From an optimization exercise on the open Yosys and OpenROAD flow, aimed at small area, a short achievable clock period and few clock cycles per item; shortcuts taken in it are not production practice.
In this exercise RTL edits were held to simulation tests only and were not proved equivalent to the original.

**flow/design.v**
```verilog
package rhc_pkg;
  localparam int unsigned HUE_BITS   = 9;
  localparam int unsigned HUE_FULL   = 360;
  localparam int unsigned SECTOR_DEG = 60;
  typedef enum logic [1:0] {
    HB_RED,
    HB_GREEN,
    HB_BLUE,
    HB_RED_NEG
  } hue_base_e;
  typedef struct packed {
    logic [2:0] sector;
    logic [5:0] frac;
  } hue_split_t;
  function automatic hue_split_t hue_split(input logic [HUE_BITS-1:0] h);
    logic [3:0] cnt;
    logic [HUE_BITS-1:0] hh;
    logic [2:0] sec;
    cnt = 4'd0;
    for (int k = 1; k <= 8; k++) begin
      if (h >= HUE_BITS'(k * SECTOR_DEG)) cnt = 4'(k);
    end
    hh  = h - HUE_BITS'(cnt * SECTOR_DEG);
    sec = (cnt >= 4'd6) ? 3'(cnt - 4'd6) : cnt[2:0];
    hue_split = {sec, hh[5:0]};
  endfunction
endpackage
module rhc_div #(
  parameter int unsigned RW  = 20,
  parameter int unsigned DW  = 12,
  parameter int unsigned TOP = 7,
  parameter int unsigned NS  = 4
) (
  input  logic [RW-1:0] rem_i,
  input  logic [DW-1:0] den_i,
  output logic [RW-1:0] rem_o,
  output logic [NS-1:0] quo_o
);
  always_comb begin
    logic [RW-1:0] r;
    logic [DW:0]   t;
    logic [DW+1:0] diff;
    r = rem_i;
    for (int k = 0; k < NS; k++) begin
      t    = r[(TOP - k) +: DW + 1];
      diff = {1'b0, t} - {2'b00, den_i};
      quo_o[NS-1-k] = !diff[DW+1];
      if (!diff[DW+1]) r[(TOP - k) +: DW + 1] = diff[DW:0];
    end
    rem_o = r;
  end
endmodule
module rgb_hsv_converter #(
  parameter int unsigned CHANNEL_BITS = 8
) (
  input  logic                         clk_i,
  input  logic                         rst_ni,
  input  logic                         cfg_we_i,
  input  logic                         cfg_wdata_i,
  input  logic                         pix_i_valid,
  output logic                         pix_i_ready,
  input  logic [CHANNEL_BITS-1:0]      pix_i_red,
  input  logic [CHANNEL_BITS-1:0]      pix_i_green,
  input  logic [CHANNEL_BITS-1:0]      pix_i_blue,
  input  logic [rhc_pkg::HUE_BITS-1:0] pix_i_hue,
  input  logic [CHANNEL_BITS-1:0]      pix_i_saturation,
  input  logic [CHANNEL_BITS-1:0]      pix_i_brightness,
  input  logic [CHANNEL_BITS-1:0]      pix_i_alpha,
  output logic                         pix_o_valid,
  input  logic                         pix_o_ready,
  output logic [CHANNEL_BITS-1:0]      pix_o_out_red,
  output logic [CHANNEL_BITS-1:0]      pix_o_out_green,
  output logic [CHANNEL_BITS-1:0]      pix_o_out_blue,
  output logic [rhc_pkg::HUE_BITS-1:0] pix_o_out_hue,
  output logic [CHANNEL_BITS-1:0]      pix_o_out_saturation,
  output logic [CHANNEL_BITS-1:0]      pix_o_out_brightness,
  output logic [CHANNEL_BITS-1:0]      pix_o_out_alpha
);
  localparam int unsigned NST = 9;   
  logic dir_q;
  logic en;
  always_ff @(posedge clk_i or negedge rst_ni) begin
    if (!rst_ni) begin
      dir_q <= 1'b0;
    end else if (cfg_we_i) begin
      dir_q <= cfg_wdata_i;
    end
  end
  logic [NST:1] vld_q;
  logic [NST:1] dir_s;
  logic [7:0]   alpha_s [NST+1];
  assign en          = !vld_q[NST] || pix_o_ready;
  assign pix_i_ready = en;
  always_ff @(posedge clk_i or negedge rst_ni) begin
    if (!rst_ni) begin
      vld_q <= '0;
    end else if (en) begin
      vld_q <= {vld_q[NST-1:1], pix_i_valid};
    end
  end
  assign alpha_s[0] = pix_i_alpha;
  always_ff @(posedge clk_i) begin
    if (en) begin
      dir_s <= {dir_s[NST-1:1], dir_q};
      for (int k = 1; k <= NST; k++) alpha_s[k] <= alpha_s[k-1];
    end
  end
  logic [26:0] f1_d;   
  always_comb begin
    logic [7:0] r, g, b, mx, mid, mn;
    logic       g_gt_r, b_gt_r, b_gt_g, neg;
    rhc_pkg::hue_base_e base;
    r = pix_i_red;
    g = pix_i_green;
    b = pix_i_blue;
    g_gt_r = g > r;
    b_gt_r = b > r;
    b_gt_g = b > g;
    if (!g_gt_r && !b_gt_r) begin
      mx   = r;
      mid  = b_gt_g ? b : g;
      mn   = b_gt_g ? g : b;
      neg  = b_gt_g;
      base = b_gt_g ? rhc_pkg::HB_RED_NEG : rhc_pkg::HB_RED;
    end else if (!b_gt_g) begin
      mx   = g;
      mid  = b_gt_r ? b : r;
      mn   = b_gt_r ? r : b;
      neg  = !b_gt_r && (b != r);
      base = rhc_pkg::HB_GREEN;
    end else begin
      mx   = b;
      mid  = g_gt_r ? g : r;
      mn   = g_gt_r ? r : g;
      neg  = g_gt_r;
      base = rhc_pkg::HB_BLUE;
    end
    if (dir_q) f1_d = {2'b00, pix_i_hue, pix_i_saturation, pix_i_brightness};
    else       f1_d = {mx, mid, mn, base, neg};
  end
  logic [26:0] f1_q;
  logic [15:0] u2_d;   
  logic [7:0]  v2_d;   
  logic [13:0] h2_d;   
  logic [7:0]  d2_d;   
  logic [3:0]  e2_d;   
  rhc_pkg::hue_split_t hs1;
  assign hs1 = rhc_pkg::hue_split(f1_q[24:16]);
  always_comb begin
    logic [7:0] mx, mid, mn, d, y;
    logic       neg;
    {mx, mid, mn} = f1_q[26:3];
    neg = f1_q[0];
    d = mx - mn;
    y = mid - mn;
    if (dir_s[1]) begin
      u2_d = f1_q[7:0] * f1_q[15:8];
      v2_d = f1_q[7:0];
      h2_d = {hs1.frac, hs1.sector, 5'd0};
      d2_d = '0;
      e2_d = '0;
    end else begin
      u2_d = {d, 8'd0} - 16'(d) + 16'(mx[7:1]);
      v2_d = mx;
      h2_d = ({y, 6'd0} - {4'd0, y, 2'd0}) + 14'((d - 8'(neg)) >> 1);
      d2_d = d;
      e2_d = {f1_q[2:0], (d == 8'd0)};
    end
  end
  logic [15:0] u2_q;
  logic [7:0]  v2_q;
  logic [13:0] h2_q;
  logic [7:0]  d2_q;
  logic [3:0]  e2_q;
  logic [21:0] z3_d;   
  logic [25:0] x3_d;   
  logic [13:0] rh2;
  logic [1:0]  qh2;
  rhc_div #(.RW(14), .DW(8), .TOP(5), .NS(2)) u_hdiv2 (
    .rem_i(h2_q), .den_i(d2_q), .rem_o(rh2), .quo_o(qh2)
  );
  always_comb begin
    if (dir_s[2]) begin
      z3_d = 22'(h2_q[13:8]) * 22'(u2_q) + 22'd7649;
      x3_d = {7'd0, h2_q[7:5], u2_q};
    end else begin
      z3_d = {6'd0, u2_q};
      x3_d = {rh2[11:0], d2_q, qh2, e2_q};
    end
  end
  logic [21:0] z3_q;
  logic [7:0]  v3_q;
  logic [25:0] x3_q;
  logic [15:0] n4_d;   
  logic [26:0] x4_d;   
  logic [11:0] rh3;
  logic [1:0]  qh3;
  rhc_div #(.RW(12), .DW(8), .TOP(3), .NS(2)) u_hdiv3 (
    .rem_i(x3_q[25:14]), .den_i(x3_q[13:6]), .rem_o(rh3), .quo_o(qh3)
  );
  always_comb begin
    logic [22:0] zs;
    logic [13:0] xq;
    logic [7:0]  wr, a0, r0;
    logic [16:0] t;
    zs = 23'(z3_q) + 23'(z3_q[21:8]) + 23'(z3_q[21:16]) + 23'd1;
    xq = zs[21:8];
    wr = z3_q[7:0] + xq[7:0];
    t  = 17'(x3_q[15:0]) + 17'(x3_q[15:8]) + 17'd1;
    a0 = t[15:8];
    r0 = x3_q[7:0] + a0;
    if (dir_s[3]) begin
      n4_d = {2'b00, xq};
      x4_d = {x3_q[18:16], wr, a0, r0};
    end else begin
      n4_d = z3_q[15:0];
      x4_d = {1'b0, rh3[9:0], x3_q[13:6], x3_q[5:4], qh3, x3_q[3:0]};
    end
  end
  logic [15:0] n4_q;
  logic [7:0]  v4_q;
  logic [26:0] x4_q;
  logic [7:0]  den4;
  logic [15:0] lr4;
  logic [1:0]  lq4;
  logic [9:0]  rh4;
  logic [1:0]  qh4;
  logic [25:0] x5_d;   
  assign den4 = dir_s[4] ? 8'd60 : v4_q;
  rhc_div #(.RW(16), .DW(8), .TOP(7), .NS(2)) u_ldiv4 (
    .rem_i(n4_q), .den_i(den4), .rem_o(lr4), .quo_o(lq4)
  );
  rhc_div #(.RW(10), .DW(8), .TOP(1), .NS(2)) u_hdiv4 (
    .rem_i(x4_q[25:16]), .den_i(x4_q[15:8]), .rem_o(rh4), .quo_o(qh4)
  );
  always_comb begin
    logic [7:0]  v, wr, a0, r0, r0p, p, t0;
    logic [14:0] n;
    logic [15:0] nq;
    logic [6:0]  m;
    v   = v4_q;
    {wr, a0, r0} = x4_q[23:0];
    r0p = (r0 == 8'd0) ? 8'd255 : r0;
    p   = v - a0 - 8'(r0[7]);
    t0  = v - a0 - 8'(r0 != 8'd0);
    n   = {1'b0, r0p, 6'd0} - {5'd0, r0p, 2'd0} - 15'd2 - 15'(wr);
    nq  = 16'(n[13:0]) + 16'(n[13:8]) + 16'd1;
    m   = n[14] ? 7'h7f : {1'b0, nq[13:8]};
    if (dir_s[4]) x5_d = {x4_q[26:24], p, t0, m};
    else          x5_d = {16'd0, x4_q[7:4], qh4, x4_q[3:0]};
  end
  logic [13:0] lr5_q;
  logic [1:0]  lq5_q;
  logic [7:0]  v5_q;
  logic [25:0] x5_q;
  logic [7:0]  den5;
  logic [13:0] lr5;
  logic [1:0]  lq5;
  logic [25:0] x6_d;   
  assign den5 = dir_s[5] ? 8'd60 : v5_q;
  rhc_div #(.RW(14), .DW(8), .TOP(5), .NS(2)) u_ldiv5 (
    .rem_i(lr5_q), .den_i(den5), .rem_o(lr5), .quo_o(lq5)
  );
  always_comb begin
    logic [5:0] qh;
    logic [8:0] hue;
    qh = x5_q[9:4];
    case (x5_q[3:2])
      2'(rhc_pkg::HB_RED):   hue = 9'd0;
      2'(rhc_pkg::HB_GREEN): hue = 9'd120;
      2'(rhc_pkg::HB_BLUE):  hue = 9'd240;
      default:               hue = 9'd360;
    endcase
    hue = x5_q[1] ? hue - 9'(qh) : hue + 9'(qh);
    if (x5_q[0]) hue = '0;
    x6_d = dir_s[5] ? x5_q : {16'd0, hue, x5_q[0]};
  end
  logic [11:0] lr6_q;
  logic [3:0]  lq6_q;
  logic [7:0]  v6_q;
  logic [25:0] x6_q;
  logic [7:0]  den6;
  logic [11:0] lr6;
  logic [1:0]  lq6;
  assign den6 = dir_s[6] ? 8'd60 : v6_q;
  rhc_div #(.RW(12), .DW(8), .TOP(3), .NS(2)) u_ldiv6 (
    .rem_i(lr6_q), .den_i(den6), .rem_o(lr6), .quo_o(lq6)
  );
  logic [9:0]  lr7_q;
  logic [5:0]  lq7_q;
  logic [7:0]  v7_q;
  logic [25:0] x7_q;
  logic [7:0]  den7;
  logic [9:0]  lr7;
  logic [1:0]  lq7;
  assign den7 = dir_s[7] ? 8'd60 : v7_q;
  rhc_div #(.RW(10), .DW(8), .TOP(1), .NS(2)) u_ldiv7 (
    .rem_i(lr7_q), .den_i(den7), .rem_o(lr7), .quo_o(lq7)
  );
  logic [7:0]  lr8_q;
  logic [7:0]  lq8_q;
  logic [7:0]  v8_q;
  logic [25:0] x8_q;
  logic [7:0] o0_d, o1_d, o2_d;
  logic       o3_d;
  always_comb begin
    logic [7:0] v, qd, p, q, t, t0;
    logic [6:0] m;
    logic [2:0] sec;
    logic       c;
    v   = v8_q;
    qd  = lq8_q;
    {sec, p, t0, m} = x8_q[25:0];
    c   = (m == 7'h7f) || (lr8_q[5:0] > m[5:0]);
    q   = v - qd;
    t   = t0 + qd + 8'(c);
    if (dir_s[8]) begin
      o3_d = 1'b0;
      case (sec)
        3'd0:    begin o0_d = v; o1_d = t; o2_d = p; end
        3'd1:    begin o0_d = q; o1_d = v; o2_d = p; end
        3'd2:    begin o0_d = p; o1_d = v; o2_d = t; end
        3'd3:    begin o0_d = p; o1_d = q; o2_d = v; end
        3'd4:    begin o0_d = t; o1_d = p; o2_d = v; end
        default: begin o0_d = v; o1_d = p; o2_d = q; end
      endcase
    end else begin
      o0_d = x8_q[0] ? 8'd0 : qd;
      o1_d = v;
      {o3_d, o2_d} = x8_q[9:1];
    end
  end
  logic [7:0] o0_q, o1_q, o2_q;
  logic       o3_q;
  always_ff @(posedge clk_i) begin
    if (en) begin
      f1_q  <= f1_d;
      u2_q  <= u2_d;
      v2_q  <= v2_d;
      h2_q  <= h2_d;
      d2_q  <= d2_d;
      e2_q  <= e2_d;
      z3_q  <= z3_d;
      v3_q  <= v2_q;
      x3_q  <= x3_d;
      n4_q  <= n4_d;
      v4_q  <= v3_q;
      x4_q  <= x4_d;
      lr5_q <= lr4[13:0];
      lq5_q <= lq4;
      v5_q  <= v4_q;
      x5_q  <= x5_d;
      lr6_q <= lr5[11:0];
      lq6_q <= {lq5_q, lq5};
      v6_q  <= v5_q;
      x6_q  <= x6_d;
      lr7_q <= lr6[9:0];
      lq7_q <= {lq6_q, lq6};
      v7_q  <= v6_q;
      x7_q  <= x6_q;
      lr8_q <= lr7[7:0];
      lq8_q <= {lq7_q, lq7};
      v8_q  <= v7_q;
      x8_q  <= x7_q;
      o0_q  <= o0_d;
      o1_q  <= o1_d;
      o2_q  <= o2_d;
      o3_q  <= o3_d;
    end
  end
  assign pix_o_valid          = vld_q[NST];
  assign pix_o_out_red        = dir_s[NST] ? o0_q : 8'd0;
  assign pix_o_out_green      = dir_s[NST] ? o1_q : 8'd0;
  assign pix_o_out_blue       = dir_s[NST] ? o2_q : 8'd0;
  assign pix_o_out_saturation = dir_s[NST] ? 8'd0 : o0_q;
  assign pix_o_out_brightness = dir_s[NST] ? 8'd0 : o1_q;
  assign pix_o_out_hue        = dir_s[NST] ? 9'd0 : {o3_q, o2_q};
  assign pix_o_out_alpha      = alpha_s[NST];
endmodule
```
**flow/run.sh**
```bash
#!/bin/bash
# synth_recipe.tcl (not shown) runs the flow's synth.tcl, then flattens the netlist and writes it again
# the make line also repeats each setting of config.mk as NAME=value (left out here)
make -C /OpenROAD-flow-scripts/flow DESIGN_CONFIG=/design/flow/config.mk WORK_HOME=/design/flow/orfs CLKGATE_MAP_FILE= SYNTH_SCRIPT=/design/flow/synth_recipe.tcl finish
```
**flow/config.mk**
```make
export PLATFORM = sky130hd
export DESIGN_NAME = rgb_hsv_converter
export DESIGN_NICKNAME = rgb_hsv_converter
export VERILOG_FILES = /design/flow/design.v
export SDC_FILE = /design/flow/constraint.sdc
export NUM_CORES = 4
export LEC_CHECK = 0
export CAP_MARGIN = 20
export CORE_MARGIN = 2
export CORE_UTILIZATION = 40
export SETUP_SLACK_MARGIN = 5
export SLEW_MARGIN = 20
```
**flow/constraint.sdc**
```tcl
create_clock -name core_clock -period 10.0 [get_ports {clk_i}]
set_input_delay 2.0000 -clock core_clock [delete_from_list [all_inputs] [get_ports {clk_i}]]
set_output_delay 2.0000 -clock core_clock [all_outputs]
set_load 0.01 [all_outputs]
```
==> summary.txt, run 1 <==
Crit Path Max Fanout 3; status timing/DRC/antenna clean; Yosys warnings 6; commonest cells after routing, fill and taps aside 488 x edfxtp_1, 364 x ha_1, 322 x inv_1; relative slew slack 0.251; Placeable Area 0.0896 mm2; critical path class register to register; CP required 10.34 ns; Final Hold Fails 0; RR Endpoint z3_q[20]; clock root buffer clkbuf_16; top-area cell type share of the netlist area 0.407; Hold Crit Class register to register; post-layout minimum cycle time 5.03 ns; drt via density 5.11; H-tree depth 2; average routed wire per standard cell 16.6 um; maximum buffer depth of the clock tree 3; pin count of the biggest net entering global routing 211; drt total wl 79.5 mm; clk slew on worst S/H paths 0.06 ns; fin crit share 0.503; global-route wire length before repair 127 mm; row count 110; Port Buf Inserts 121; post-synthesis cell area 0.0360 mm2; Setup Skew 0.0250 ns; Layout area overhead 16.1%; CTS Sinks 498; critical path arrival 5.37 ns; ys async rst share 0.0201; Yosys reg bits 498; Layout Nets 4140; post-synth cell types 86; startpoint class of the critical path register; RSZ-0062 raised after global routing true; syn nets 3915; total grt overflow 0; share of layout cells above drive strength 1 0.130; worst setup path startpoint u2_q[2]; Synth area leaders edfxtp_1 41%, ha_1 13%, fa_1 7.0%; fin. max-slew vios 0; Ant. Diodes 0; number of fill cells 8277; Clock Latency Late Sink 0.60 ns; Vias 24500; Main synth FF type edfxtp_1; Die Area 0.0924 mm2; Detailed Place HPWL 58.1 mm; Post-Syn Instances 3348; Final Wtd Congestion 0.850; Final setup viols 0; register area 0.0149 mm2; Synth Area per Inst 10.8 um2; commonest non-fill, non-tap cell in the layout edfxtp_1; DR DRC count 0; Seq/Total Area, Yosys 0.414; post-synth top area cell edfxtp_1; reg-to-reg startpoint u2_q[2]; r2r setup slk 4.97 ns; vias in the first global route 23900; die extent in x 304 um; Hold Startpoint x6_q[13]; Die Span Y 304 um; worst hold path cell count 0; CTS tree yes; TNS Setup 0 ns; Pre-antenna DRT Iters 5; CTS Buf Count 54; multi-input logic area 0.0200 mm2; worst hold endpoint x7_q[13]; Fmax 199 MHz; Core Util, Final 0.467; Least-Margin Pin Slew 1.12 ns; Starting Density 0.402; max cap viols 0; GRT Total Usage 0.171; initial drt markers 1187; Critical Path End Type register; I/O pin cnt 122; antenna violations before repair 2; R2R depth 17; Post-synth EDFFs 488; Routed Antenna Nets 0
## flip-flops by register name, indices dropped and copies added (netlist names), 9 cells and up
name,cells
alpha_s,72
dir_s,9
f1_q,27
h2_q,14
lr5_q,14
lr6_q,12
lr7_q,10
n4_q,16
u2_q,16
vld_q,9
x3_q,26
x4_q,27
x5_q,26
x6_q,26
x7_q,26
x8_q,26
z3_q,22
## cell type report
class / count / share of cell area
Clock buffer: 61 / 0.0339
Clock inverter: 38 / 0.0110
Inverter: 328 / 0.0295
Multi-Input combinational cell: 2433 / 0.478
Sequential cell: 498 / 0.357
Tap cell: 1176 / 0.0352
Timing Repair Buffer: 258 / 0.0553
## what timing repair did
item | CTS | global route
endpoints found under the hold margin | 0 | 0
resized for setup | 24 | 100
pin swaps | 16 | 32
hold buffers | 0 | 0
setup endpoints to repair | 61 | 76
buffers inserted | 77 | 42
cloned | 2 | 1
## cells in the mapped netlist, drive strengths merged (47+ instances only)
master / instances
a21o: 47
a21oi: 169
and2: 115
clkbuf: 81
edfxtp: 488
fa: 126
ha: 378
inv: 326
mux2: 123
mux2i: 57
nand2: 275
nor2: 216
nor2b: 85
nor3: 50
o21ai: 168
xnor2: 152
xor2: 53
## per-layer routing
metal | track usage | share of wire | vias up | routed length (um)
met5 | 0 | 0.00035 | - | 28
met4 | 0.0692 | 0.041 | 4 | 3290
met3 | 0.0212 | 0.036 | 162 | 2840
met2 | 0.292 | 0.48 | 439 | 38400
met1 | 0.219 | 0.44 | 11600 | 34900
li1 | - | - | 12300 | -
## worst max-delay path: stages (launching register included)
cell and delay (ns):
edfxtp_1 0.51, and2_4 0.22, fa_1 0.53, inv_1 0.05
fa_1 0.44, fa_1 0.48, inv_1 0.05, fa_1 0.51
ha_4 0.21, o21a_1 0.18, o22a_1 0.21, a41o_1 0.22
a211oi_2 0.26, o41a_1 0.20, nor2b_1 0.06, o21a_1 0.17
or3_1 0.29, and3_1 0.17
## worst max-delay path by stage
stage | endpoint | slack [ns] | depth (start not counted)
floorplan | pix_i_ready | 4.63 | 2
global placement | pix_i_ready | 3.86 | 3
detailed placement | pix_i_ready | 3.87 | 3
CTS | pix_i_ready | 4.89 | 3
global route | z3_q[20] | 4.80 | 17
finish | z3_q[20] | 4.97 | 17
## metrics by stage
step                      hold WS [ns]  cell area [um2]  setup slack, ns  cells
after floorplan                  0.400            36100             4.63   3348
after global placement           0.401            38500             3.86   4571
after detailed placement         0.405            38500             3.87   4571
after CTS                        0.399            41100             4.89   4749
after global routing             0.415            41800             4.80   4792
final                            0.402            41800             4.97   4792
## cells by family after synthesis
| family | count (synthesis) | share of synthesized area |
|---|---|---|
| xor gates and xnor gates | 206 | 0.0505 |
| buffers and inverters | 420 | 0.0441 |
| AOI/OAI and AO/OA | 634 | 0.113 |
| muxes | 180 | 0.0543 |
| and+or+nand+nor | 904 | 0.122 |
| adders and majority gates | 506 | 0.202 |
| DFF | 498 | 0.414 |
Testbench counts, summed over its fixed seeds: cycles 19,368, items 19,200.
==> run 2, diff against run 1 <==
--- a/flow/design.v
+++ b/flow/design.v
@@ -173,6 +173,5 @@
   logic [7:0]  d2_q;
   logic [3:0]  e2_q;
-  logic [21:0] z3_d;   
-  logic [25:0] x3_d;   
+  logic [41:0] y3_d;   
   logic [13:0] rh2;
   logic [1:0]  qh2;
@@ -182,14 +181,11 @@
   always_comb begin
     if (dir_s[2]) begin
-      z3_d = 22'(h2_q[13:8]) * 22'(u2_q) + 22'd7649;
-      x3_d = {7'd0, h2_q[7:5], u2_q};
+      y3_d = {1'b0, 22'(h2_q[13:8]) * 22'(u2_q) + 22'd7649, h2_q[7:5], u2_q};
     end else begin
-      z3_d = {6'd0, u2_q};
-      x3_d = {rh2[11:0], d2_q, qh2, e2_q};
+      y3_d = {u2_q, rh2[11:0], d2_q, qh2, e2_q};
     end
   end
-  logic [21:0] z3_q;
+  logic [41:0] y3_q;
   logic [7:0]  v3_q;
-  logic [25:0] x3_q;
   logic [15:0] n4_d;   
   logic [26:0] x4_d;   
@@ -197,5 +193,5 @@
   logic [1:0]  qh3;
   rhc_div #(.RW(12), .DW(8), .TOP(3), .NS(2)) u_hdiv3 (
-    .rem_i(x3_q[25:14]), .den_i(x3_q[13:6]), .rem_o(rh3), .quo_o(qh3)
+    .rem_i(y3_q[25:14]), .den_i(y3_q[13:6]), .rem_o(rh3), .quo_o(qh3)
   );
   always_comb begin
@@ -204,16 +200,18 @@
     logic [7:0]  wr, a0, r0;
     logic [16:0] t;
-    zs = 23'(z3_q) + 23'(z3_q[21:8]) + 23'(z3_q[21:16]) + 23'd1;
+    logic [21:0] z;
+    z  = y3_q[40:19];
+    zs = 23'(z) + 23'(z[21:8]) + 23'(z[21:16]) + 23'd1;
     xq = zs[21:8];
-    wr = z3_q[7:0] + xq[7:0];
-    t  = 17'(x3_q[15:0]) + 17'(x3_q[15:8]) + 17'd1;
+    wr = z[7:0] + xq[7:0];
+    t  = 17'(y3_q[15:0]) + 17'(y3_q[15:8]) + 17'd1;
     a0 = t[15:8];
-    r0 = x3_q[7:0] + a0;
+    r0 = y3_q[7:0] + a0;
     if (dir_s[3]) begin
       n4_d = {2'b00, xq};
-      x4_d = {x3_q[18:16], wr, a0, r0};
+      x4_d = {y3_q[18:16], wr, a0, r0};
     end else begin
-      n4_d = z3_q[15:0];
-      x4_d = {1'b0, rh3[9:0], x3_q[13:6], x3_q[5:4], qh3, x3_q[3:0]};
+      n4_d = y3_q[41:26];
+      x4_d = {1'b0, rh3[9:0], y3_q[13:6], y3_q[5:4], qh3, y3_q[3:0]};
     end
   end
@@ -226,5 +224,5 @@
   logic [9:0]  rh4;
   logic [1:0]  qh4;
-  logic [25:0] x5_d;   
+  logic [18:0] x5_d;   
   assign den4 = dir_s[4] ? 8'd60 : v4_q;
   rhc_div #(.RW(16), .DW(8), .TOP(7), .NS(2)) u_ldiv4 (
@@ -235,5 +233,6 @@
   );
   always_comb begin
-    logic [7:0]  v, wr, a0, r0, r0p, p, t0;
+    logic [7:0]  v, wr, a0, r0, r0p, p;
+    logic        dt;
     logic [14:0] n;
     logic [15:0] nq;
@@ -243,19 +242,19 @@
     r0p = (r0 == 8'd0) ? 8'd255 : r0;
     p   = v - a0 - 8'(r0[7]);
-    t0  = v - a0 - 8'(r0 != 8'd0);
+    dt  = (r0 != 8'd0) && !r0[7];
     n   = {1'b0, r0p, 6'd0} - {5'd0, r0p, 2'd0} - 15'd2 - 15'(wr);
     nq  = 16'(n[13:0]) + 16'(n[13:8]) + 16'd1;
     m   = n[14] ? 7'h7f : {1'b0, nq[13:8]};
-    if (dir_s[4]) x5_d = {x4_q[26:24], p, t0, m};
-    else          x5_d = {16'd0, x4_q[7:4], qh4, x4_q[3:0]};
+    if (dir_s[4]) x5_d = {x4_q[26:24], p, dt, m};
+    else          x5_d = {9'd0, x4_q[7:4], qh4, x4_q[3:0]};
   end
   logic [13:0] lr5_q;
   logic [1:0]  lq5_q;
   logic [7:0]  v5_q;
-  logic [25:0] x5_q;
+  logic [18:0] x5_q;
   logic [7:0]  den5;
   logic [13:0] lr5;
   logic [1:0]  lq5;
-  logic [25:0] x6_d;   
+  logic [18:0] x6_d;   
   assign den5 = dir_s[5] ? 8'd60 : v5_q;
   rhc_div #(.RW(14), .DW(8), .TOP(5), .NS(2)) u_ldiv5 (
@@ -274,10 +273,10 @@
     hue = x5_q[1] ? hue - 9'(qh) : hue + 9'(qh);
     if (x5_q[0]) hue = '0;
-    x6_d = dir_s[5] ? x5_q : {16'd0, hue, x5_q[0]};
+    x6_d = dir_s[5] ? x5_q : {9'd0, hue, x5_q[0]};
   end
   logic [11:0] lr6_q;
   logic [3:0]  lq6_q;
   logic [7:0]  v6_q;
-  logic [25:0] x6_q;
+  logic [18:0] x6_q;
   logic [7:0]  den6;
   logic [11:0] lr6;
@@ -290,5 +289,5 @@
   logic [5:0]  lq7_q;
   logic [7:0]  v7_q;
-  logic [25:0] x7_q;
+  logic [18:0] x7_q;
   logic [7:0]  den7;
   logic [9:0]  lr7;
@@ -298,12 +297,13 @@
     .rem_i(lr7_q), .den_i(den7), .rem_o(lr7), .quo_o(lq7)
   );
-  logic [7:0]  lr8_q;
+  logic [5:0]  lr8_q;
   logic [7:0]  lq8_q;
   logic [7:0]  v8_q;
-  logic [25:0] x8_q;
+  logic [18:0] x8_q;
   logic [7:0] o0_d, o1_d, o2_d;
   logic       o3_d;
   always_comb begin
-    logic [7:0] v, qd, p, q, t, t0;
+    logic [7:0] v, qd, p, q, t;
+    logic       dt;
     logic [6:0] m;
     logic [2:0] sec;
@@ -311,8 +311,8 @@
     v   = v8_q;
     qd  = lq8_q;
-    {sec, p, t0, m} = x8_q[25:0];
-    c   = (m == 7'h7f) || (lr8_q[5:0] > m[5:0]);
+    {sec, p, dt, m} = x8_q;
+    c   = (m == 7'h7f) || (lr8_q > m[5:0]);
     q   = v - qd;
-    t   = t0 + qd + 8'(c);
+    t   = p + qd + 8'(c) - 8'(dt);
     if (dir_s[8]) begin
       o3_d = 1'b0;
@@ -341,7 +341,6 @@
       d2_q  <= d2_d;
       e2_q  <= e2_d;
-      z3_q  <= z3_d;
+      y3_q  <= y3_d;
       v3_q  <= v2_q;
-      x3_q  <= x3_d;
       n4_q  <= n4_d;
       v4_q  <= v3_q;
@@ -359,5 +358,5 @@
       v7_q  <= v6_q;
       x7_q  <= x6_q;
-      lr8_q <= lr7[7:0];
+      lr8_q <= lr7[5:0];
       lq8_q <= {lq7_q, lq7};
       v8_q  <= v7_q;
==> run 2 against run 1 <==
Clock skew up 0.014 ns. Non-clock buffer count up 46. Synthesized cell count about the same. Via count rose by 1.2%. Critical path depth down 14.
==> summary.txt, run 2 <==
Main synth FF type edfxtp_1; vias in the first global route 23900 (-0.025%); post-synth top area cell edfxtp_1; Clock Latency Late Sink 0.62 ns (+0.02 ns); max cap viols 0 (unchanged); Fmax 202 MHz (+1.6%); total grt overflow 0 (unchanged); CTS Buf Count 50 (-7.4%); Final Hold Fails 0 (unchanged); DR DRC count 0 (unchanged); Detailed Place HPWL 60.0 mm (+3.3%); Setup Skew 0.0386 ns (+0.0136 ns); I/O pin cnt 122 (unchanged); max FFs per register 72 (unchanged); CTS Sinks 464 (-6.8%); initial drt markers 1355 (+14%); maximum buffer depth of the clock tree 3 (unchanged); post-synthesis cell area 0.0351 mm2 (-2.6%); die extent in x 300 um (-1.3%); relative slew slack 0.344 (+0.0936); post-synth cell types 76 (-12%); top cells by count, synth 454 x edfxtp_1, 384 x ha_1, 364 x inv_1, 276 x nand2_1, 214 x nor2_1; Starting Density 0.404 (+0.00226); pin count of the biggest net entering global routing 86 (-59%); status timing/DRC/antenna clean; worst path bufs/invs 2 (unchanged); row count 108 (-1.8%); fin crit share 0.495 (-0.00811); CTS tree yes; Pre-antenna DRT Iters 5 (unchanged); fin. max-slew vios 0 (unchanged); CP top delay family buffers and inverters; Vias 24800 (+1.2%); GRT Total Usage 0.181 (+0.0100); Synth area leaders edfxtp_1 39%, ha_1 14%, fa_1 7.3%; commonest cells after routing, fill and taps aside 454 x edfxtp_1, 361 x ha_1, 353 x inv_1; global-route wire length before repair 130 mm (+1.8%); Post-Syn Instances 3346 (-0.060%); max incr delay on CP 0.46 ns (-0.07 ns); commonest non-fill, non-tap cell in the layout edfxtp_1; drt total wl 82.4 mm (+3.7%); Final setup viols 0 (unchanged); Port Buf Inserts 121 (unchanged); largest register by flop count alpha_s; Routed Antenna Nets 0 (unchanged); Final Wtd Congestion 0.873 (+2.8%); CP max stage cell clkdlybuf4s50_1; Area after DPL 0.0376 mm2 (-2.4%); Die Area 0.0900 mm2 (-2.6%); syn nets 3920 (+0.13%); Post-synth EDFFs 454 (-7.0%); RSZ-0062 raised after global routing true; average routed wire per standard cell 17.1 um (+3.4%); top-area cell type share of the netlist area 0.389 (-0.0181); CP required 8.00 ns (-2.34 ns); clk slew on worst S/H paths 0.06 ns (about the same); TNS Setup 0 ns (unchanged); drt via density 5.15 (+0.86%); Die Span Y 300 um (-1.3%); H-tree depth 2 (unchanged); startpoint class of the critical path primary input; Placeable Area 0.0868 mm2 (-3.2%); critical path arrival 2.95 ns (-2.42 ns); antenna violations before repair 2 (unchanged); Layout area overhead 17.9%; Yosys reg bits 464 (-6.8%); share of layout cells above drive strength 1 0.149 (+0.0195); Finished Cell Area 0.0413 mm2 (-1.1%); Synth Area per Inst 10.5 um2 (-2.6%); Critical Path End Type output pin; clock root buffer clkbuf_16; Crit Path Max Fanout 2 (-1); ys async rst share 0.0216 (+0.00147); Hold Crit Class register to register; most common cell in the netlist edfxtp_1; top flop regs alpha_s (72), y3_q (42); Seq/Total Area, Yosys 0.396 (-0.0179); critical path class primary input to output pin; Cell Chain, Critical Path clkdlybuf4s50_1 -> nand2b_4 -> clkdlybuf4s15_2; Least-Margin Pin Slew 0.983 ns (-0.140 ns); post-layout minimum cycle time 4.95 ns (-0.0811 ns); Yosys warnings 6 (unchanged); Layout Nets 4185 (+1.1%)
[run 2: cell types whose count changed after synthesis, moves of 8 or more]
| cell | before | now |
|---|---|---|
| or2_2 | 14 | 6 |
| a21o_1 | 47 | 63 |
| nor3_1 | 46 | 38 |
| inv_1 | 326 | 364 |
| xnor2_1 | 152 | 131 |
| nor2b_1 | 85 | 75 |
| o21ai_0 | 161 | 187 |
| mux2i_1 | 57 | 69 |
| edfxtp_1 | 488 | 454 |
[run 2: repair_timing]
action	4_1_cts	5_1_grt
cloned	1	1
setup buffers	104	57
hold buffers	0	0
setup endpoints to repair	163	141
gates resized for setup	62	156
pin swaps	12	94
endpoints found under the hold margin	0	0
[run 2: kinds of logic (layout without fill, tap and decap cells)]
family | Yosys count | count (layout) | synth area share
muxes | 191 | 191 | 0.0589
AOI/OAI and AO/OA | 663 | 664 | 0.119
and+or+nand+nor | 872 | 872 | 0.119
other | 0 | 1 | 0
xor gates and xnor gates | 187 | 187 | 0.0473
DFF | 464 | 464 | 0.396
adders and majority gates | 513 | 513 | 0.210
buffers and inverters | 456 | 761 | 0.0490
[run 2: layout make-up]
cell class,count,area (um2)
fillers,8056,45400
multi-input cells,2427,20300
flip-flops and latches,464,13900
repair buffers,304,2700
well taps,1155,1450
inverters,364,1370
clock buffers,55,1290
clock inverters,38,352
diodes,1,2.50
[run 2: worst reg2reg max path, delay by kind of cell (launching register included)]
family	cells	cell delay (ns)
flip-flops	1	0.54
buffers and inverters	3	0.30
adder cells (fa/ha/maj)	5	2.30
AND/OR/NAND/NOR	1	0.07
XOR/XNOR	1	0.19
multiplexers	1	0.13
AO/OA/AOI/OAI	5	1.12
[run 2: metal layers]
layer | global-route usage | routed length [um] | part of all wire
met1 | 0.234 | 36100 | 0.44
met4 | 0.0456 | 1750 | 0.021
met2 | 0.322 | 41800 | 0.51
met3 | 0.0191 | 2860 | 0.035
met5 | 0 | 0 | 0
[run 2: path summary, 6_finish.rpt]
path / from / end / slack, ns / cells past startpoint
max: pix_o_ready / pix_i_ready / 5.05 / 3
min: alpha_s[1][6] / alpha_s[2][6] / 0.39 / 0
max reg2reg: f1_q[2] / u2_q[15] / 5.10 / 16
min reg2reg: alpha_s[1][6] / alpha_s[2][6] / 0.39 / 0
max in group asynchronous: rst_ni / vld_q[3] / 7.99 / 1
min in group asynchronous: rst_ni / dir_q / 1.72 / 1
[run 2: through the flow]
step           utilization  hold slack, ns  instances  setup WS, ns
2_1_floorplan            -           0.400       3346          4.70
3_3_place_gp         0.433           0.400       4550          4.00
3_5_place_dp         0.433           0.405       4550          3.96
4_1_cts              0.465           0.368       4748          4.93
5_1_grt              0.477           0.377       4808          4.89
6_report             0.477           0.387       4808          5.05
Testbench counts of run 2, summed over its fixed seeds: cycles 19,368, items 19,200.
==> run 3, diff against run 2 <==
--- a/flow/config.mk
+++ b/flow/config.mk
@@ -8,5 +8,7 @@
 export CAP_MARGIN = 20
 export CORE_MARGIN = 2
-export CORE_UTILIZATION = 40
+export CORE_UTILIZATION = 65
+export CTS_BUF_LIST = sky130_fd_sc_hd__clkbuf_4 sky130_fd_sc_hd__clkbuf_8
+export PLACE_DENSITY = 0.75
 export SETUP_SLACK_MARGIN = 5
 export SLEW_MARGIN = 20
==> run 3 against run 2 <==
Hold slack gained 0.022 ns. Die area shrank 38%. Maximum frequency shrank 2.5%. Wire length grew 3.0%. Global-route usage grew 12 points.
==> summary.txt, run 3 <==
Port Buf Inserts 121 (unchanged); Worst path depth 18 (+15); met1 WL 33.9 mm (-6.0%); ys async rst share 0.0216 (unchanged); Pre-antenna DRT Iters 6 (+1); drt total wl 84.9 mm (+3.0%); Starting Density 0.654 (+0.250); total grt overflow 0 (unchanged); worst path bufs/invs 3 (+1); row count 85 (-21%); Placeable Area 0.0536 mm2 (-38%); Simple-Gate Fraction of Synth Area 0.119 (unchanged); mux cell area share after synthesis 0.0589 (unchanged); average routed wire per standard cell 19.4 um (+13%); GRT Total Usage 0.301 (+0.121); Final setup viols 0 (unchanged); Fmax 197 MHz (-2.5%); Detailed Place HPWL 59.9 mm (-0.16%); clock root buffer clkbuf_8; top cells by count, synth 454 x edfxtp_1, 384 x ha_1, 364 x inv_1, 276 x nand2_1, 214 x nor2_1; CTS tree yes; pin count of the biggest net entering global routing 92 (+7.0%); vias in the first global route 26200 (+9.3%); syn nets 3920 (unchanged); status timing/DRC/antenna clean; Finished Cell Area 0.0406 mm2 (-1.8%); xor/xnor share of the synthesized area 0.0473 (unchanged); main combinational cell family by area after synthesis adder cells; drt via density 5.96 (+16%); wire length on met3 4.76 mm (+66%); relative slew slack 0.317 (-0.0270); Final Hold Fails 0 (unchanged); Seq/Total Area, Yosys 0.396 (unchanged); fin. max-slew vios 0 (unchanged); Routed Antenna Nets 0 (unchanged); fin crit share 0.507 (+0.0125); R2R depth 18 (+2); top-area cell type share of the netlist area 0.389 (unchanged); cell repeated most along the worst path ha_1; Critical Path End Type register; Die Span Y 236 um (-21%); post-synthesis cell area 0.0351 mm2 (unchanged); Hold Crit Class register to register; RSZ-0062 raised after global routing true; initial drt markers 1825 (+35%); global-route wire length before repair 134 mm (+3.4%); Vias 26100 (+5.4%); commonest non-fill, non-tap cell in the layout edfxtp_1; adder-cell share of the synthesized area 0.210 (unchanged); most common cell in the netlist edfxtp_1; CTS Buf Count 79 (+58%); post-synth cell types 76 (unchanged); CP max stage cell edfxtp_1; Post-synth EDFFs 454 (unchanged); Crit Path Max Fanout 5 (+3); critical path arrival 5.47 ns (+2.52 ns); Max Used Layer met4; Yosys warnings 6 (unchanged); clk slew on worst S/H paths 0.06 ns (about the same); die extent in x 236 um (-21%); antenna violations before repair 1 (-1); max FFs per register 72 (unchanged); post-layout minimum cycle time 5.07 ns (+0.125 ns); H-tree depth 3 (+1); post-synth top area cell edfxtp_1; top flop regs alpha_s (72), y3_q (42); Synth area leaders edfxtp_1 39%, ha_1 14%, fa_1 7.3%; Yosys reg bits 464 (unchanged); max cap viols 0 (unchanged); critical path class register to register; maximum buffer depth of the clock tree 3 (unchanged); Final Wtd Congestion 0.921 (+5.5%); worst hold path cell count 0 (unchanged); WL met2 43.0 mm (+3.1%); TNS Setup 0 ns (unchanged); Post-CTS Hold Buffers 0 (unchanged); Compound-Gate Fraction of Synth Area 0.119 (unchanged); max incr delay on CP 0.52 ns (+0.06 ns); Clock Latency Late Sink 0.65 ns (+0.03 ns); largest register by flop count alpha_s; Area after DPL 0.0370 mm2 (-1.5%); Cell Chain, Critical Path buf_4 -> and2_1 -> fa_1 -> ha_1 -> inv_1 -> fa_1 -> inv_1 -> ha_1 -> ha_1 -> a31o_2 -> a21o_1 -> a21oi_4 -> a2bb2oi_4 -> nor3_2 -> or3_4 -> a21oi_2 -> xnor2_1 -> mux2_4; CTS Sinks 464 (unchanged); number of fill cells 3540 (-56%); Layout area overhead 15.8%; CP top delay family adder cells; Layout Nets 4202 (+0.41%); Least-Margin Pin Slew 1.02 ns (+0.0405 ns); Post-Syn Instances 3346 (unchanged); CP required 10.40 ns (+2.40 ns); Die Area 0.0558 mm2 (-38%); I/O pin cnt 122 (unchanged); Main synth FF type edfxtp_1; Setup Skew 0.0263 ns (-0.0122 ns); startpoint class of the critical path register; Synth Area per Inst 10.5 um2 (unchanged); DR DRC count 0 (unchanged); share of layout cells above drive strength 1 0.153 (+0.00409); commonest cells after routing, fill and taps aside 454 x edfxtp_1, 367 x ha_1, 354 x inv_1
## run 3: cell counts after synthesis
Identical to the previous run, type by type.
## run 3: worst paths after layout
check                         startpoint       endpoint  slack [ns]
min in group asynchronous         rst_ni       vld_q[4]        1.68
max in group asynchronous         rst_ni       vld_q[5]        8.00
setup / recovery                 u2_q[3]       y3_q[36]        4.93
setup reg to reg                 u2_q[3]       y3_q[36]        4.93
hold reg to reg            alpha_s[7][6]  alpha_s[8][6]        0.41
hold / removal             alpha_s[7][6]  alpha_s[8][6]        0.41
## run 3: area by class of cell
class	instances	area, um2	share of cell area
clock buffer	102	1280	0.0315
sequential	464	13900	0.342
inverter	364	1370	0.0337
multi-input combinational	2429	20200	0.498
clock inverter	36	405	0.00998
timing repair buffer	290	2570	0.0632
antenna	2	5.00	0.000123
tap	696	871	0.0214
## run 3: per-stage QoR
stage                     utilization  instances  hold slack [ns]  setup slack, ns
after detailed placement        0.690       4092            0.405             3.74
after floorplan                     -       3346            0.400             4.70
after global routing            0.757       4382            0.414             4.85
after global placement          0.690       4092            0.400             3.84
final                           0.757       4383            0.410             4.93
after CTS                       0.741       4331            0.413             4.86
## run 3: kinds of logic (layout without fill, tap and decap cells)
group	Yosys count	in the layout
adder cells (fa/ha/maj)	513	513
multiplexers	191	191
XOR/XNOR	187	187
AND/OR/NAND/NOR	872	875
buffers and inverters	456	792
AO/OA/AOI/OAI	663	663
other	0	2
flip-flops	464	464
## run 3: metal layers
| layer | global-route usage | up-vias |
|---|---|---|
| li1 | - | 12400 |
| met1 | 0.380 | 12600 |
| met2 | 0.527 | 911 |
| met3 | 0.0400 | 219 |
| met4 | 0.120 | 0 |
| met5 | 0 | - |
## run 3: repair_timing
item,CTS,global route
gates resized for setup,59,137
pin swaps,22,68
setup endpoints to repair,255,163
gates cloned,3,0
setup buffers,98,49
## run 3: worst reg2reg max path: cells and delay by family, from the launching register on
| kind | cells | cell delay [ns] |
|---|---|---|
| AO/OA/AOI/OAI | 5 | 1.02 |
| XOR/XNOR | 1 | 0.11 |
| adder cells (fa/ha/maj) | 5 | 1.92 |
| buffers and inverters | 3 | 0.32 |
| flip-flops | 1 | 0.52 |
| multiplexers | 1 | 0.27 |
| AND/OR/NAND/NOR | 3 | 0.67 |
==> run 4, diff against run 3 <==
--- a/flow/config.mk
+++ b/flow/config.mk
@@ -9,5 +9,4 @@
 export CORE_MARGIN = 2
 export CORE_UTILIZATION = 65
-export CTS_BUF_LIST = sky130_fd_sc_hd__clkbuf_4 sky130_fd_sc_hd__clkbuf_8
 export PLACE_DENSITY = 0.75
 export SETUP_SLACK_MARGIN = 5
==> run 4 against run 3 <==
Register-to-register slack better by 0.03 ns. Non-clock buffer count down 2. Hold slack worse by 0.0076 ns. Synthesized cell count unchanged. Area after synthesis unchanged. Clock skew about the same. First-iteration DRC count up 5.4%. Count of clock-buffer cells in the layout down 45. Sequential cell count unchanged. Critical endpoint is now y3_q[19].
==> summary.txt, run 4 <==
Cell Chain, Critical Path buf_6 -> buf_6 -> buf_4 -> ha_1 -> or3_1 -> o21ai_0 -> a21oi_1 -> a211o_2 -> buf_4 -> mux2_2 -> ha_1 -> o21ai_1 -> a21boi_1 -> o21a_1 -> nor2_2 -> o21ai_2 -> a221o_2 -> mux2_2 -> mux2i_1; DR DRC count 0 (unchanged); Clock Latency Late Sink 0.59 ns (-0.06 ns); Layout Nets 4171 (-0.74%); Final setup viols 0 (unchanged); CTS Sinks 464 (unchanged); drt total wl 85.2 mm (+0.40%); Final Wtd Congestion 0.921 (unchanged); Crit Path Max Fanout 8 (+3); Vias 25900 (-0.78%); Yosys warnings 6 (unchanged); Final Hold Fails 0 (unchanged); CP required 10.40 ns (about the same); CP top delay family compound AO/OA/AOI/OAI gates; max cap viols 0 (unchanged); Detailed Place HPWL 59.9 mm (unchanged); syn nets 3920 (unchanged); pin count of the biggest net entering global routing 92 (unchanged); total grt overflow 0 (unchanged); grt met2 use 0.528 (+0.000805); vias in the first global route 26100 (-0.31%); Layout area overhead 16.0%; die extent in x 236 um (unchanged); Port Buf Inserts 121 (unchanged); worst path bufs/invs 4 (+1); post-layout minimum cycle time 5.05 ns (-0.0266 ns); Post-Syn Instances 3346 (unchanged); max FFs per register 72 (unchanged); Fmax 198 MHz (+0.53%); I/O pin cnt 122 (unchanged); number of fill cells 3501 (-1.1%); antenna violations before repair 1 (unchanged); met1 Use GR 0.385 (+0.00461); Placeable Area 0.0536 mm2 (unchanged); global-route wire length before repair 135 mm (+0.31%); GRT Total Usage 0.301 (-0.000727); Yosys reg bits 464 (unchanged); Hold Crit Class register to register; Critical Path End Type register; post-synth top area cell edfxtp_1; clock root buffer clkbuf_16; initial drt markers 1923 (+5.4%); RSZ-0062 raised after global routing true; Pre-antenna DRT Iters 6 (unchanged); fin. max-slew vios 0 (unchanged); met3 usage 0.0283 (-0.0117); commonest cells after routing, fill and taps aside 454 x edfxtp_1, 365 x ha_1, 355 x inv_1; Post-synth EDFFs 454 (unchanged); Seq/Total Area, Yosys 0.396 (unchanged); critical path class register to register; most common cell in the netlist edfxtp_1; Routed Antenna Nets 0 (unchanged); relative slew slack 0.346 (+0.0290); top cells by count, synth 454 x edfxtp_1, 384 x ha_1, 364 x inv_1, 276 x nand2_1, 214 x nor2_1; maximum buffer depth of the clock tree 3 (unchanged); row count 85 (unchanged); Starting Density 0.654 (unchanged); status timing/DRC/antenna clean; top flop regs alpha_s (72), y3_q (42); commonest non-fill, non-tap cell in the layout edfxtp_1; Least-Margin Pin Slew 0.980 ns (-0.0436 ns); drt via density 5.98 (+0.32%); H-tree depth 2 (-1); clk slew on worst S/H paths 0.06 ns (about the same); CTS Buf Count 49 (-38%); CP max stage cell edfxtp_1; startpoint class of the critical path register; Setup Skew 0.0261 ns (-0.000220 ns); ys async rst share 0.0216 (unchanged); TNS Setup 0 ns (unchanged); Synth Area per Inst 10.5 um2 (unchanged); global route hottest layer met2; share of layout cells above drive strength 1 0.143 (-0.0101); max incr delay on CP 0.50 ns (-0.02 ns); hold_ws 0.402 ns (-0.00764 ns); critical path arrival 5.45 ns (-0.02 ns); Synth area leaders edfxtp_1 39%, ha_1 14%, fa_1 7.3%; post-synthesis cell area 0.0351 mm2 (unchanged); largest register by flop count alpha_s; Die Span Y 236 um (unchanged); top-area cell type share of the netlist area 0.389 (unchanged); fin crit share 0.505 (-0.00265); Die Area 0.0558 mm2 (unchanged); post-synth cell types 76 (unchanged); Post-CTS Hold Buffers 0 (unchanged); Main synth FF type edfxtp_1; CTS tree yes; average routed wire per standard cell 19.7 um (+1.5%)
==> run 4: cell counts after synthesis <==
No cell type changed its count.
==> run 4: per-layer routing <==
layer / share of wire / up-vias
li1: - / 12300
met3: 0.049 / 230
met5: 0 / -
met1: 0.41 / 12500
met4: 0.041 / 0
met2: 0.50 / 865
==> run 4: stage by stage <==
stage | util | std cells | area, um2 | worst slack (ns)
3_3_place_gp | 0.690 | 4092 | 37000 | 3.84
3_5_place_dp | 0.690 | 4092 | 37000 | 3.74
5_1_grt | 0.758 | 4333 | 40600 | 4.86
2_1_floorplan | - | 3346 | 35200 | 4.70
6_report | 0.758 | 4335 | 40600 | 4.95
4_1_cts | 0.741 | 4287 | 39700 | 4.97
==> run 4: worst paths after layout <==
kind | startpoint | endpoint | slack [ns] | cells after the start
min reg2reg | n4_q[2] | lr5_q[2] | 0.40 | 0
min | n4_q[2] | lr5_q[2] | 0.40 | 0
max reg2reg | h2_q[10] | y3_q[19] | 4.95 | 19
max | h2_q[10] | y3_q[19] | 4.95 | 19
min in group asynchronous | rst_ni | vld_q[1] | 1.74 | 1
max in group asynchronous | rst_ni | vld_q[2] | 7.93 | 1
==> run 4: kinds of logic after synthesis <==
family	count (synthesis)	synth area share
AO/OA/AOI/OAI	663	0.119
XOR/XNOR	187	0.0473
adder cells (fa/ha/maj)	513	0.210
buffers and inverters	456	0.0490
flip-flops	464	0.396
multiplexers	191	0.0589
AND/OR/NAND/NOR	872	0.119
==> run 4: what timing repair did <==
| item | in CTS | in global routing |
|---|---|---|
| pin swaps | 22 | 83 |
| endpoints found under the hold margin | 0 | 0 |
| setup endpoints to repair | 264 | 165 |
| resized for setup | 62 | 146 |
| cloned | 3 | 2 |
| buffers inserted | 101 | 43 |
==> run 4: cell type report <==
type | count | area [um2] | area share
antenna | 2 | 5.00 | 0.000123
clock buffer | 57 | 1300 | 0.0320
clock inverter | 34 | 368 | 0.00905
inverter | 364 | 1370 | 0.0336
multi-input combinational | 2430 | 20300 | 0.499
sequential | 464 | 13900 | 0.342
tap | 696 | 871 | 0.0214
timing repair buffer | 288 | 2560 | 0.0630
==> run 4: worst register-to-register path, delay by kind of cell (launching register included) <==
family | cells | cell delay [ns]
flip-flops | 1 | 0.50
adder cells (fa/ha/maj) | 2 | 0.66
buffers and inverters | 4 | 0.61
multiplexers | 3 | 0.85
AO/OA/AOI/OAI | 8 | 1.87
AND/OR/NAND/NOR | 2 | 0.38
==> run 5, diff against run 4 <==
--- a/flow/config.mk
+++ b/flow/config.mk
@@ -9,4 +9,6 @@
 export CORE_MARGIN = 2
 export CORE_UTILIZATION = 65
+export CTS_CLUSTER_DIAMETER = 100
+export CTS_CLUSTER_SIZE = 24
 export PLACE_DENSITY = 0.75
 export SETUP_SLACK_MARGIN = 5
==> run 5 against run 4 <==
Die area stayed put. Critical path depth is 2 lower. Utilization is 1.4 points lower. Wire length down 1.1%. First-iteration DRC count is 12% higher. Via count decreased by 0.57%. Register-to-register slack hardly changed. Sequential share of layout area up 0.64 points. Critical endpoint is now y3_q[36].
==> summary.txt, run 5 <==
Post-Syn Instances 3346 (unchanged); Post-CTS Hold Buffers 0 (unchanged); Detailed Place HPWL 59.9 mm (unchanged); Setup Skew 0.0242 ns (-0.00196 ns); worst path bufs/invs 3 (-1); Layout area overhead 13.8%; RSZ-0062 raised after global routing true; Placeable Area 0.0536 mm2 (unchanged); commonest cells after routing, fill and taps aside 454 x edfxtp_1, 366 x ha_1, 353 x inv_1; Yosys warnings 6 (unchanged); drt via density 5.98 (+0.10%); post-synth top area cell edfxtp_1; Port Buf Inserts 121 (unchanged); most common cell in the netlist edfxtp_1; multi-input logic area 0.0203 mm2 (about the same); max cap viols 0 (unchanged); cell repeated most along the worst path fa_1; global-route wire length before repair 132 mm (-1.6%); Critical Path End Type register; CTS Buf Count 24 (-51%); top cells by count, synth 454 x edfxtp_1, 384 x ha_1, 364 x inv_1, 276 x nand2_1, 214 x nor2_1; Yosys reg bits 464 (unchanged); global route hottest layer met2; max incr delay on CP 0.53 ns (+0.03 ns); relative slew slack 0.327 (-0.0199); Hold Crit Class register to register; share of layout cells above drive strength 1 0.139 (-0.00447); antenna violations before repair 0 (-1); CP required 10.32 ns (-0.08 ns); CP top delay family adder cells; met1 Use GR 0.381 (-0.00330); largest register by flop count alpha_s; status timing/DRC/antenna clean; maximum buffer depth of the clock tree 3 (unchanged); critical path arrival 5.35 ns (-0.10 ns); Final Hold Fails 0 (unchanged); worst hold path cell count 0 (unchanged); max FFs per register 72 (unchanged); grt met2 use 0.528 (about the same); R2R depth 17 (-2); Seq/Total Area, Yosys 0.396 (unchanged); commonest non-fill, non-tap cell in the layout edfxtp_1; Post-synth EDFFs 454 (unchanged); pin count of the biggest net entering global routing 92 (unchanged); clock root buffer clkbuf_16; Ant. Diodes 0 (-2); Synth Area per Inst 10.5 um2 (unchanged); I/O pin cnt 122 (unchanged); post-synth cell types 76 (unchanged); fin crit share 0.503 (-0.00121); Die Area 0.0558 mm2 (unchanged); Pre-antenna DRT Iters 9 (+3); Main synth FF type edfxtp_1; Die Span Y 236 um (unchanged); DP Cell Count 4092 (unchanged); register area 0.0139 mm2 (unchanged); clk slew on worst S/H paths 0.09 ns (+0.03 ns); die extent in x 236 um (unchanged); average routed wire per standard cell 19.6 um (-0.39%); met3 usage 0.0219 (-0.00644); Fmax 199 MHz (+0.24%); Cell Chain, Critical Path buf_6 -> and2_4 -> fa_1 -> inv_2 -> fa_1 -> fa_1 -> inv_1 -> fa_1 -> ha_4 -> a21o_1 -> a21oi_4 -> a2bb2oi_4 -> nor3_4 -> or3_4 -> a21oi_2 -> xnor2_1 -> mux2_4; ys async rst share 0.0216 (unchanged); Synth area leaders edfxtp_1 39%, ha_1 14%, fa_1 7.3%; GRT Total Usage 0.295 (-0.00594); Final setup viols 0 (unchanged); post-synthesis cell area 0.0351 mm2 (unchanged); Least-Margin Pin Slew 1.01 ns (+0.0298 ns); initial drt markers 2147 (+12%); top-area cell type share of the netlist area 0.389 (unchanged); Routed Antenna Nets 0 (unchanged); CTS tree yes; Worst path depth 17 (-2); TNS Setup 0 ns (unchanged); Cell Count, Final, Fillers Out 4306 (-0.67%); DR DRC count 0 (unchanged); CTS Sinks 464 (unchanged); Starting Density 0.654 (unchanged); number of fill cells 3603 (+2.9%); Vias 25800 (-0.57%); startpoint class of the critical path register; Final Wtd Congestion 0.921 (unchanged); Crit Path Max Fanout 6 (-2); fin. max-slew vios 0 (unchanged); H-tree depth 1 (-1); total grt overflow 0 (unchanged); drt total wl 84.3 mm (-1.1%); row count 85 (unchanged); syn nets 3920 (unchanged); vias in the first global route 25600 (-1.9%); Clock Latency Late Sink 0.58 ns (about the same); post-layout minimum cycle time 5.03 ns (-0.0120 ns); Layout Nets 4172 (+0.024%); CP max stage cell fa_1; top flop regs alpha_s (72), y3_q (42); critical path class register to register
## run 5: cell count changes in the layout (fill, tap and decap cells not counted), moves of 4 or more
| cell | before | now |
|---|---|---|
| clkbuf_16 | 51 | 25 |
| bufinv_16 | 5 | 1 |
| clkinv_4 | 4 | 0 |
| buf_4 | 150 | 178 |
| clkinv_1 | 6 | 0 |
| clkinvlp_4 | 6 | 0 |
| clkinv_2 | 6 | 0 |
## run 5: cell type report
type	count	share of cell area
multi-input combinational	2430	0.509
sequential	464	0.348
timing repair buffer	314	0.0689
inverter	364	0.0342
tap	696	0.0218
clock buffer	33	0.0164
clock inverter	5	0.00182
## run 5: path summary, 6_finish.rpt
kind                       slack [ns]      from       end
setup reg to reg                 4.97   h2_q[9]  y3_q[36]
setup / recovery                 4.97   h2_q[9]  y3_q[36]
hold reg to reg                  0.42  x7_q[14]  x8_q[14]
hold / removal                   0.42  x7_q[14]  x8_q[14]
min in group asynchronous        1.74    rst_ni  vld_q[4]
max in group asynchronous        7.93    rst_ni  vld_q[8]
## run 5: repair_timing
item | in CTS | in global routing
hold endpoints to repair | 0 | 0
endpoints found under the setup margin | 265 | 164
gates resized for setup | 60 | 153
cloned | 3 | 2
buffers inserted | 102 | 68
pin swaps | 23 | 86
## run 5: stage by stage
stage	setup WS (ns)	util	cell area [um2]	hold WS [ns]
floorplan	4.70	-	35200	0.400
global placement	3.84	0.690	37000	0.400
detailed placement	3.74	0.690	37000	0.405
global route	4.85	0.744	39900	0.429
CTS	4.95	0.724	38800	0.425
finish	4.97	0.744	39900	0.420
## run 5: logic make-up (layout without fill, tap and decap cells)
family                     count (synthesis)  after routing  synth area share
DFF                                      464            464             0.396
and+or+nand+nor                          872            875             0.119
xor gates and xnor gates                 187            187            0.0473
AOI/OAI and AO/OA                        663            664             0.119
adders and majority gates                513            513             0.210
buffers and inverters                    456            716            0.0490
muxes                                    191            191            0.0589
## run 5: metal layers
layer | wire, um | up-vias
met5 | 0 | -
met4 | 2980 | 0
met3 | 4300 | 208
met2 | 42600 | 869
met1 | 34500 | 12400
li1 | - | 12300

-- separate check: timing with driven ports --
Ports are ideal in the flow. The routed layouts listed here were re-timed in OpenROAD.
Step 1 assumes that a clkbuf_16 drives the clock port and a buf_2 every other input.
Step 2, shift: input delay + t, output delay - t, t = (earliest + latest rising clock arrival at the registers) / 2. This alone moves slack from input paths to output paths.
Slacks: ideal / step 1 / step 2; pairs: ideal / step 1.
run | t (ns) | setup slack, ns | worst setup path at the end | worst data-port slew with drivers (ns)
run 1 | 0.655 | 4.970 / 4.970 / 4.650 | input to register | 0.05
run 2 | 0.659 | 5.051 / 5.027 / 4.576 | input to register | 0.07
run 3 | 0.702 | 4.926 / 4.926 / 4.522 | input to register | 0.05
run 4 | 0.642 | 4.953 / 4.953 / 4.681 | input to register | 0.05
run 5 | 0.623 | 4.965 / 4.965 / 4.608 | input to register | 0.05
After both steps setup and hold are still met in every run listed. For run 2, which loses most, drivers alone change the setup slack by -0.024 ns; drivers and shift together by -0.475 ns.
